This is an optimization exercise on Yosys and OpenROAD, whose aim is small area, not a production implementation. Function was checked by simulation only, so behaviour that the tests miss may differ from the original.

// aes_word_enc_core
module aes_word_enc_core
(
   input  logic         clk,
   input  logic         reset,
   input  logic         start,
   input  logic         selEncDec,
   input  logic [127:0] key_in,
   input  logic [31:0]  data_in,
   output logic [31:0]  data_out,
   output logic [6:0]   signals
);
Size in the first run: ~340 flip-flops, ~200 I/O pins.
Settings: LEC_CHECK=0, CAP_MARGIN=20, CORE_MARGIN=2, CORE_UTILIZATION=65, SLEW_MARGIN=20; clock period 25.0 ns.
standard.sh (not shown) runs the stock make flow with config.mk's settings and CLKGATE_MAP_FILE= SYNTH_SCRIPT=/design/flow/synth_recipe.tcl, a recipe that flattens the netlist after the stock synthesis.
==> flow/flow/run.sh <==
#!/bin/bash
# Own flow: the standard layout (standard.sh), except that synthesis runs own_synth.tcl,
# which is synth_recipe.tcl with Yosys's abc pass given abc_area.script, and the port buffers are
# the smallest buffer cell. Registers, their names
# and cell types are those of the standard synthesis (ABC maps only the combinational logic).
# Each step's full output goes to a log file of its own in the work folder.
set -euo pipefail
W=$PWD
bash standard.sh SYNTH_SCRIPT="$W/flow/own_synth.tcl" synth > "$W/own_synth.log" 2>&1
# Ports are buffered as in the standard flow, with the smallest buffer instead of ORFS's pick.
# Clock tree: bigger sink clusters and no dummy loads, to use fewer clock buffers.
bash standard.sh BUFFER_PORTS_ARGS="-buffer_cell sky130_fd_sc_hd__buf_1" \
   CTS_ARGS="$(cat "$W/flow/cts_args")" finish > "$W/own_layout.log" 2>&1
==> flow/flow/abc_area.script <==
strash
resub -K 8
dc2
strash
dch -f
amap
topo
==> flow/flow/cts_args <==
-sink_clustering_enable -repair_clock_nets -dont_use_dummy_load -buf_list sky130_fd_sc_hd__clkbuf_16 -sink_clustering_size 24 -sink_clustering_max_diameter 200
==> flow/flow/own_synth.tcl <==
set own_abc_script [file join [file dirname [file normalize [info script]]] abc_area.script]
proc synth {args} { yosys synth -nofsm -noshare {*}$args }
proc abc {args} {
  set i [lsearch -exact $args -script]
  if {$i >= 0} { lset args [expr {$i + 1}] $::own_abc_script }
  yosys abc {*}$args
}
unset -nocomplain ::env(ADDER_MAP_FILE)
source $::env(SCRIPTS_DIR)/synth.tcl
# left out here: clear keep_hierarchy, flatten, clean up, hide names made inside functions, write 1_2_yosys.v
The first run produced a clean layout.
Edit:
==> flow/flow/abc_area.script (replaced) <==
strash
dc2
strash
dch -f
amap
topo
--- a/flow/config.mk
+++ b/flow/config.mk
@@ -9,3 +9,3 @@
 export CORE_MARGIN = 2
-export CORE_UTILIZATION = 65
+export CORE_UTILIZATION = 80
 export SLEW_MARGIN = 20
After rerunning: The new run aborted during global placement (3_3_place_gp); synthesized area is about the same; synthesized cell count is about the same.
Edit:
==> flow/flow/cts_args (replaced) <==
-sink_clustering_enable -repair_clock_nets -dont_use_dummy_load -buf_list sky130_fd_sc_hd__clkbuf_16 -sink_clustering_size 30 -sink_clustering_max_diameter 60
--- a/flow/config.mk
+++ b/flow/config.mk
@@ -9,3 +9,3 @@
 export CORE_MARGIN = 2
-export CORE_UTILIZATION = 80
+export CORE_UTILIZATION = 65
 export SLEW_MARGIN = 20
Now the flow produced a clean layout.
Synthesized cell count is unchanged.
Synthesized area does not change.
Edit:
==> flow/flow/cts_args (replaced) <==
-sink_clustering_enable -repair_clock_nets -dont_use_dummy_load -buf_list sky130_fd_sc_hd__clkbuf_16 -sink_clustering_size 27 -sink_clustering_max_diameter 200
--- a/flow/config.mk
+++ b/flow/config.mk
@@ -9,3 +9,3 @@
 export CORE_MARGIN = 2
-export CORE_UTILIZATION = 65
+export CORE_UTILIZATION = 40
 export SLEW_MARGIN = 20
Outcome:
- utilization went down by 28 points
- final area grows slightly
- wire length grows by a few percent
- global-route usage came out lower by 13 points
- setup slack improved by 210 ps
- cell count came out higher by a little under a tenth
- non-clock buffer count grows by 3
- synthesized area is unchanged
- sequential share of layout area decreases by 0.34 points


run A:
aes_word_enc_core, a different RTL version from the one above (not shown whole).
Size: about 2100 cells after synthesis, about 340 flip-flops, roughly 16000 µm² of cells after synthesis.
export LEC_CHECK = 0
export CAP_MARGIN = 20
export CORE_MARGIN = 2
export CORE_UTILIZATION = 40
export CTS_BUF_LIST = sky130_fd_sc_hd__clkbuf_4
export SLEW_MARGIN = 20
create_clock -name core_clock -period 25.0 [get_ports {clk}]
==> flow/flow/run.sh <==
#!/bin/bash
# Own flow: the standard layout (standard.sh), except that synthesis runs own_synth.tcl,
# which is synth_recipe.tcl with Yosys's abc pass given abc_area.script, and the port buffers are
# the smallest buffer cell. Registers, their names
# and cell types are those of the standard synthesis (ABC maps only the combinational logic).
# Each step's full output goes to a log file of its own in the work folder.
set -euo pipefail
W=$PWD
bash standard.sh SYNTH_SCRIPT="$W/flow/own_synth.tcl" synth > "$W/own_synth.log" 2>&1
# Ports are buffered as in the standard flow, with the smallest buffer instead of ORFS's pick.
bash standard.sh BUFFER_PORTS_ARGS="-buffer_cell sky130_fd_sc_hd__buf_1" finish > "$W/own_layout.log" 2>&1
==> flow/flow/abc_area.script <==
strash
balance
rewrite
refactor
balance
rewrite
rewrite -z
balance
refactor -z
rewrite -z
balance
dch -f
amap
topo
==> flow/flow/own_synth.tcl <==
set own_abc_script [file join [file dirname [file normalize [info script]]] abc_area.script]
proc synth {args} { yosys synth -nofsm -noshare {*}$args }
proc abc {args} {
  set i [lsearch -exact $args -script]
  if {$i >= 0} { lset args [expr {$i + 1}] $::own_abc_script }
  yosys abc {*}$args
}
source $::env(SCRIPTS_DIR)/synth.tcl
# left out here: clear keep_hierarchy, flatten, clean up, hide names made inside functions, write 1_2_yosys.v
Run A: no failed stages, no open violations at the end
The following lists how run B was set up differently from run A:
- a deleted CTS_BUF_LIST that had been sky130_fd_sc_hd__clkbuf_4
-- flow/flow/run.sh --
<<< run A, line 11
bash standard.sh BUFFER_PORTS_ARGS="-buffer_cell sky130_fd_sc_hd__buf_1" finish > "$W/own_layout.log" 2>&1
>>> run B, line 11
# Clock tree: bigger sink clusters and no dummy loads, to use fewer clock buffers.
bash standard.sh BUFFER_PORTS_ARGS="-buffer_cell sky130_fd_sc_hd__buf_1" \
   CTS_ARGS="$(cat "$W/flow/cts_args")" finish > "$W/own_layout.log" 2>&1
==> flow/flow/cts_args (new file) <==
-sink_clustering_enable -repair_clock_nets -dont_use_dummy_load -buf_list sky130_fd_sc_hd__clkbuf_16 -sink_clustering_size 30 -sink_clustering_max_diameter 60
-- flow/flow/own_synth.tcl --
<<< run A, line 8
>>> run B, line 8
unset -nocomplain ::env(ADDER_MAP_FILE)
==> notes.md <==
- Lower worst setup slack was reported by run B, not run A.
- Critical path's largest stage delay on run B is up relative to run A.
- On area added between synthesis and finish, the lower figure sits with run B, not run A.
- Run B — TritonCTS buffer count 69% lower, run A as reference
- Run comparison: run A slowest library cell on the worst path o311ai_0; run B slowest library cell on the worst path clkinv_2
- Run B ended up with r_cnt[2] as its critical path launch point; run A ended up with r_cnt[3].
- Area: run B vs run A -> run B smaller
- Of run A and run B, the higher transition at the pin with the smallest max-transition slack belongs to run A.
- Reported for run A and run B, hold violation count in the final report turned out identical to the last digit.
What run C does differently from run B at the input level:
- CORE_UTILIZATION: 40 -> 65
==> flow/flow/cts_args <==
-sink_clustering_enable -repair_clock_nets -dont_use_dummy_load -buf_list sky130_fd_sc_hd__clkbuf_16 -sink_clustering_size 24 -sink_clustering_max_diameter 200
## What came out
- Run B and run C ended up with nearly the same clock transition at the registers of the reported paths.
- Comparing the two runs side by side, run C comes out ahead of run B on worst hold slack.
- | aggregate routed wire length | run C vs run B | about 6% lower |
- Diff run B -> run C | final standard cell count with taps included and fillers excluded | down by a little under 10%
- Post-route standard cell area excluding fillers (run C over run B): decrease, 2.9%
What run D does differently from run C at the input level:
- CORE_UTILIZATION now 40, was 65
Looking at the reports, run D completed the entire flow and the layout it produced met the timing, DRC and antenna checks.
Cmp run D and run C / area added between synthesis and finish / higher: run D
From run C to run D the numbers moved as follows: cell area has increased; placeable core region has increased.
For run E, these inputs were changed with respect to run D:
- setting GPL_ROUTABILITY_DRIVEN to 0 for the first time
- setting GPL_TIMING_DRIVEN to 0 for the first time
Results
Looking at final-layout fill cell count, run E sits 67 below run D.
Of run E and run D, the lower worst hold slack belongs to run D.
Delta (run E minus run D): highest clock rate rose by 0.55%, final net count stayed essentially flat.


north:
aes_word_enc_core with an RTL version that a note above also has.
Size: about 200 I/O pins.
Design aes_word_enc_core, start of the top module:
module aes_word_enc_core
(
   input  logic         clk,
   input  logic         reset,
   input  logic         start,
   input  logic         selEncDec,
   input  logic [127:0] key_in,
   input  logic [31:0]  data_in,
   output logic [31:0]  data_out,
   output logic [6:0]   signals
);
   function automatic logic [7:0] xtime(input logic [7:0] b);
      xtime = {b[6:0], 1'b0} ^ (b[7] ? 8'h1b : 8'h00);
   endfunction
   logic [6:0]   r_cnt;
   logic [31:0]  r_k0, r_k1, r_k2, r_k3, r_k4;
   logic [39:0]  r_s0;
   logic [31:0]  r_s1, r_s2, r_s3;
   logic [31:0]  r_dout;
   logic [31:0]  k0, k1, k2, k3, k4;
   logic [39:0]  s0;
   logic [31:0]  s1, s2, s3;
   logic         w_idle;
   logic         w_ksel;     
   logic         w_wr;       
   logic         w_load;     
   logic         w_last;     
   logic         w_kplain;   
   logic         w_dld;      
   logic         w_kv, w_done, w_ov;
   logic [7:0]   w_rcon;
   logic [3:0]   w_rnd;
   logic [7:0]   w_sbi [4];
   logic [7:0]   w_a   [4];
   logic [31:0]  w_mix;
   logic [31:0]  w_wd;
   logic [31:0]  w_kx;
   logic [31:0]  w_k4n;
   logic [39:0]  w_s0n;
   logic [31:0]  w_s1n, w_s2n, w_s3n;
   assign k0 = r_k0 ^ POL_K0;
   assign k1 = r_k1 ^ POL_K1;
   assign k2 = r_k2 ^ POL_K2;
   assign k3 = r_k3 ^ POL_K3;
   assign k4 = r_k4 ^ POL_K4;
   assign s0 = r_s0 ^ POL_S0;
   assign s1 = r_s1 ^ POL_S1;
   assign s2 = r_s2 ^ POL_S2;
   assign s3 = r_s3 ^ POL_S3;
   assign w_idle = (r_cnt == 7'd0) || (r_cnt == CNT_LAST);
  ...
==> flow/config.mk <==
export PLATFORM = sky130hd
export DESIGN_NAME = aes_word_enc_core
export DESIGN_NICKNAME = aes_word_enc_core
export VERILOG_FILES = /design/flow/design.v
export SDC_FILE = /design/flow/constraint.sdc
export NUM_CORES = 4
export LEC_CHECK = 0
export CAP_MARGIN = 5
export CORE_MARGIN = 2
export CORE_UTILIZATION = 40
export SLEW_MARGIN = 5
==> flow/constraint.sdc <==
create_clock -name core_clock -period 25.0 [get_ports {clk}]
set_input_delay 5.0000 -clock core_clock [delete_from_list [all_inputs] [get_ports {clk}]]
set_output_delay 5.0000 -clock core_clock [all_outputs]
set_load 0.01 [all_outputs]
==> flow/flow/run.sh <==
#!/bin/bash
# Own flow: the standard layout (standard.sh), except that synthesis runs own_synth.tcl,
# which is synth_recipe.tcl with Yosys's abc pass given abc_area.script, and the port buffers are
# the smallest buffer cell. Registers, their names
# and cell types are those of the standard synthesis (ABC maps only the combinational logic).
# Each step's full output goes to a log file of its own in the work folder.
set -euo pipefail
W=$PWD
bash standard.sh SYNTH_SCRIPT="$W/flow/own_synth.tcl" synth > "$W/own_synth.log" 2>&1
# Ports are buffered as in the standard flow, with the smallest buffer instead of ORFS's pick.
# Clock tree: bigger sink clusters and no dummy loads, to use fewer clock buffers.
bash standard.sh BUFFER_PORTS_ARGS="-buffer_cell sky130_fd_sc_hd__buf_1" \
   CTS_ARGS="$(cat "$W/flow/cts_args")" finish > "$W/own_layout.log" 2>&1
==> flow/flow/cts_args <==
-sink_clustering_enable -repair_clock_nets -dont_use_dummy_load -buf_list sky130_fd_sc_hd__clkbuf_16 -sink_clustering_size 24 -sink_clustering_max_diameter 200
==> flow/flow/own_synth.tcl <==
set own_abc_script [file join [file dirname [file normalize [info script]]] abc_area.script]
proc synth {args} { yosys synth -nofsm -noshare {*}$args }
proc abc {args} {
  set i [lsearch -exact $args -script]
  if {$i >= 0} { lset args [expr {$i + 1}] $::own_abc_script }
  yosys abc {*}$args
}
unset -nocomplain ::env(ADDER_MAP_FILE)
source $::env(SCRIPTS_DIR)/synth.tcl
# left out here: clear keep_hierarchy, flatten, clean up, hide names made inside functions, write 1_2_yosys.v
Scripts as last shown in full above: flow/flow/abc_area.script
north finished every stage and its layout cleared the timing, DRC and antenna checks.
Setup changes, north to south
- swapping 5 for 20 in CAP_MARGIN
- swapping 5 for 20 in SLEW_MARGIN
- swapping 40 for 65 in CORE_UTILIZATION
==> flow/flow/abc_area.script <==
strash
dc2
strash
dch -f
amap
topo
==> flow/flow/cts_args <==
-sink_clustering_enable -repair_clock_nets -dont_use_dummy_load -buf_list sky130_fd_sc_hd__clkbuf_16 -sink_clustering_size 27 -sink_clustering_max_diameter 100
[summary]
Compared with north, south shows a global-route usage that is 15 points higher. south: post-layout minimum cycle time 310 ps below north. Taking north as the reference point, the cell area after technology mapping of south falls by 79 um^2. Diff north -> south | slew at the pin with the worst max-slew slack | increase of 11 ps. Against north, south reports a highest achievable clock rate that is higher. Number of distinct library cells after synthesis sits higher in south than in north.
Inputs modified between south and east:
- CORE_UTILIZATION now 40, was 65
==> flow/flow/abc_area.script <==
strash
balance
rewrite
refactor
balance
rewrite
rewrite -z
balance
refactor -z
rewrite -z
balance
dch -f
amap
topo
==> flow/flow/cts_args <==
-sink_clustering_enable -repair_clock_nets -dont_use_dummy_load -buf_list sky130_fd_sc_hd__clkbuf_16 -sink_clustering_size 24 -sink_clustering_max_diameter 200
Results
Going from south to east, met1 routing resource usage after global routing shrinks by 16 points. Looking at clock latency at the later pin of the worst-skew pair, east sits 20 ps above south. Summary — synthesized area, east relative to south: higher, by about 0.5%. NOTE first-pass GRT wire length south->east increased slightly.
[inputs] west vs east
- CORE_UTILIZATION changed from 40 to 65
==> flow/flow/abc_area.script <==
strash
dc2
strash
dch -f
amap
topo
Notes after the runs:
- Fraction of final layout cells with drive strength greater than 1: west vs east — no meaningful difference
- Comparing number of standard-cell rows in the floorplan for west and east, the bigger number came from east.
- east has a lower worst setup slack than west.
- Looking at last element of the critical path, the r_s3[28] result is from west; the r_s3[31] one comes from east.
- Final cell count came out lower on west than on east.
- In west, the share of the clock period used by the worst path after layout came out 1.1 points below the value in east.
- Between east and west, the flow reports non-clock buffer count increasing slightly.
- west improves on east in final critical path time including I/O delays and setup.
- west vs. east: worst hold slack after final layout rose by 7.9 ps.


== 12-07 ==
aes_word_enc_core, a different RTL version from the one above (not shown whole).
Size in the first run: roughly 3800 cells after synthesis, ~200 I/O pins, ~0.023 sq mm of cells after synthesis.
Settings: LEC_CHECK=0, ABC_AREA=1, CAP_MARGIN=20, CORE_MARGIN=2, CORE_UTILIZATION=40, SLEW_MARGIN=20; clock period 25.0 ns.
run.sh (not shown) runs the stock make flow with config.mk's settings and CLKGATE_MAP_FILE= SYNTH_SCRIPT=/design/flow/synth_recipe.tcl, a recipe that flattens the netlist after the stock synthesis.
Stock flow here: none of the scripts above is used.
Both conditions hold for 12-07: the flow ran to the end and the final layout passed the timing, DRC and antenna checks.
> inputs changed (12-07 -> 02-26)
- a deleted ABC_AREA that had been 1
==> flow/flow/run.sh (new file) <==
#!/bin/bash
# Own flow: the standard layout (standard.sh), except that synthesis runs own_synth.tcl,
# which is synth_recipe.tcl with Yosys's abc pass given abc_area.script. Registers, their names
# and cell types are those of the standard synthesis (ABC maps only the combinational logic).
# Each step's full output goes to a log file of its own in the work folder.
set -euo pipefail
W=$PWD
bash standard.sh SYNTH_SCRIPT="$W/flow/own_synth.tcl" synth > "$W/own_synth.log" 2>&1
bash standard.sh finish > "$W/own_layout.log" 2>&1
==> flow/flow/abc_area.script (new file) <==
strash
balance
rewrite
refactor
balance
rewrite
rewrite -z
balance
refactor -z
rewrite -z
balance
dch -f
amap
topo
==> flow/flow/own_synth.tcl (new file) <==
set own_abc_script [file join [file dirname [file normalize [info script]]] abc_area.script]
proc synth {args} { yosys synth -nofsm -noshare {*}$args }
proc abc {args} {
  set i [lsearch -exact $args -script]
  if {$i >= 0} { lset args [expr {$i + 1}] $::own_abc_script }
  yosys abc {*}$args
}
source $::env(SCRIPTS_DIR)/synth.tcl
# left out here: clear keep_hierarchy, flatten, clean up, hide names made inside functions, write 1_2_yosys.v
==> flow/standard.sh (new file) <==
#!/bin/bash
# synth_recipe.tcl (not shown) runs the flow's synth.tcl, then flattens the netlist and writes it again
# the make line also repeats each setting of config.mk as NAME=value (left out here)
make -C /OpenROAD-flow-scripts/flow DESIGN_CONFIG=/design/flow/config.mk WORK_HOME=/design/flow/orfs CLKGATE_MAP_FILE= SYNTH_SCRIPT=/design/flow/synth_recipe.tcl "${@:-finish}"
removed: flow/run.sh
==> comparison <==
Compared with 12-07, 02-26 shows a final-layout non-clock buffer area share that is 2.6 points higher.
Both conditions hold for 12-07: the flow ran to the end and the final layout passed the timing, DRC and antenna checks.
02-26 went all the way through the flow, and no timing, DRC or antenna check failed.
On die area, the higher figure sits with 12-07, not 02-26.
Number of instances in the synthesized netlist of 02-26 falls short of that of 12-07 by more than a quarter.
Distinct cell type count of the synthesized netlist, 02-26 and 12-07: higher on 12-07
Compared with 12-07, count of non-CTS inverters in the layout in 02-26 decreased by a few percent.

## port drivers added, routing unchanged
The flow's constraints put no driver on any port. The routed layouts listed below were extracted and timed again, unchanged, in two steps. Step 1, drivers: a clkbuf_16 drives clk and a buf_2 each remaining input, both assumed. Step 2 moves the port delays by t, midway between the first and last clock arrival at a register: inputs arrive t later, outputs are due t later. That takes back most of the time a late clock gives input paths. Three values: ideal ports, drivers, drivers and shift; two values: the first two.
run	t (ns)	slack for setup (ns)	hold WS [ns]
the first run of note 1	0.561	12.365 / 12.365 / 12.365	0.303 / 0.303 / 0.303
the third run of note 1	0.570	12.433 / 12.433 / 12.433	0.307 / 0.307 / 0.307
the fourth run of note 1	0.557	12.640 / 12.640 / 12.640	0.332 / 0.332 / 0.332
run A	0.836	12.119 / 12.119 / 12.119	0.302 / 0.302 / 0.302
run B	0.607	12.031 / 12.031 / 12.031	0.259 / 0.259 / 0.259
run C	0.572	12.891 / 12.891 / 12.891	0.314 / 0.314 / 0.314
run D	0.581	12.079 / 12.079 / 12.079	0.311 / 0.311 / 0.311
run E	0.570	12.150 / 12.150 / 12.150	0.315 / 0.315 / 0.315
north	0.577	12.120 / 12.120 / 12.120	0.325 / 0.325 / 0.325
south	0.550	12.433 / 12.433 / 12.433	0.335 / 0.335 / 0.335
east	0.577	12.120 / 12.120 / 12.120	0.325 / 0.325 / 0.325
west	0.560	12.384 / 12.384 / 12.384	0.333 / 0.333 / 0.333
12-07	0.613	16.157 / 16.157 / 16.157	0.307 / 0.307 / 0.307
02-26	0.598	10.642 / 10.642 / 10.642	0.324 / 0.324 / 0.324
After both steps setup and hold are still met in every run listed.
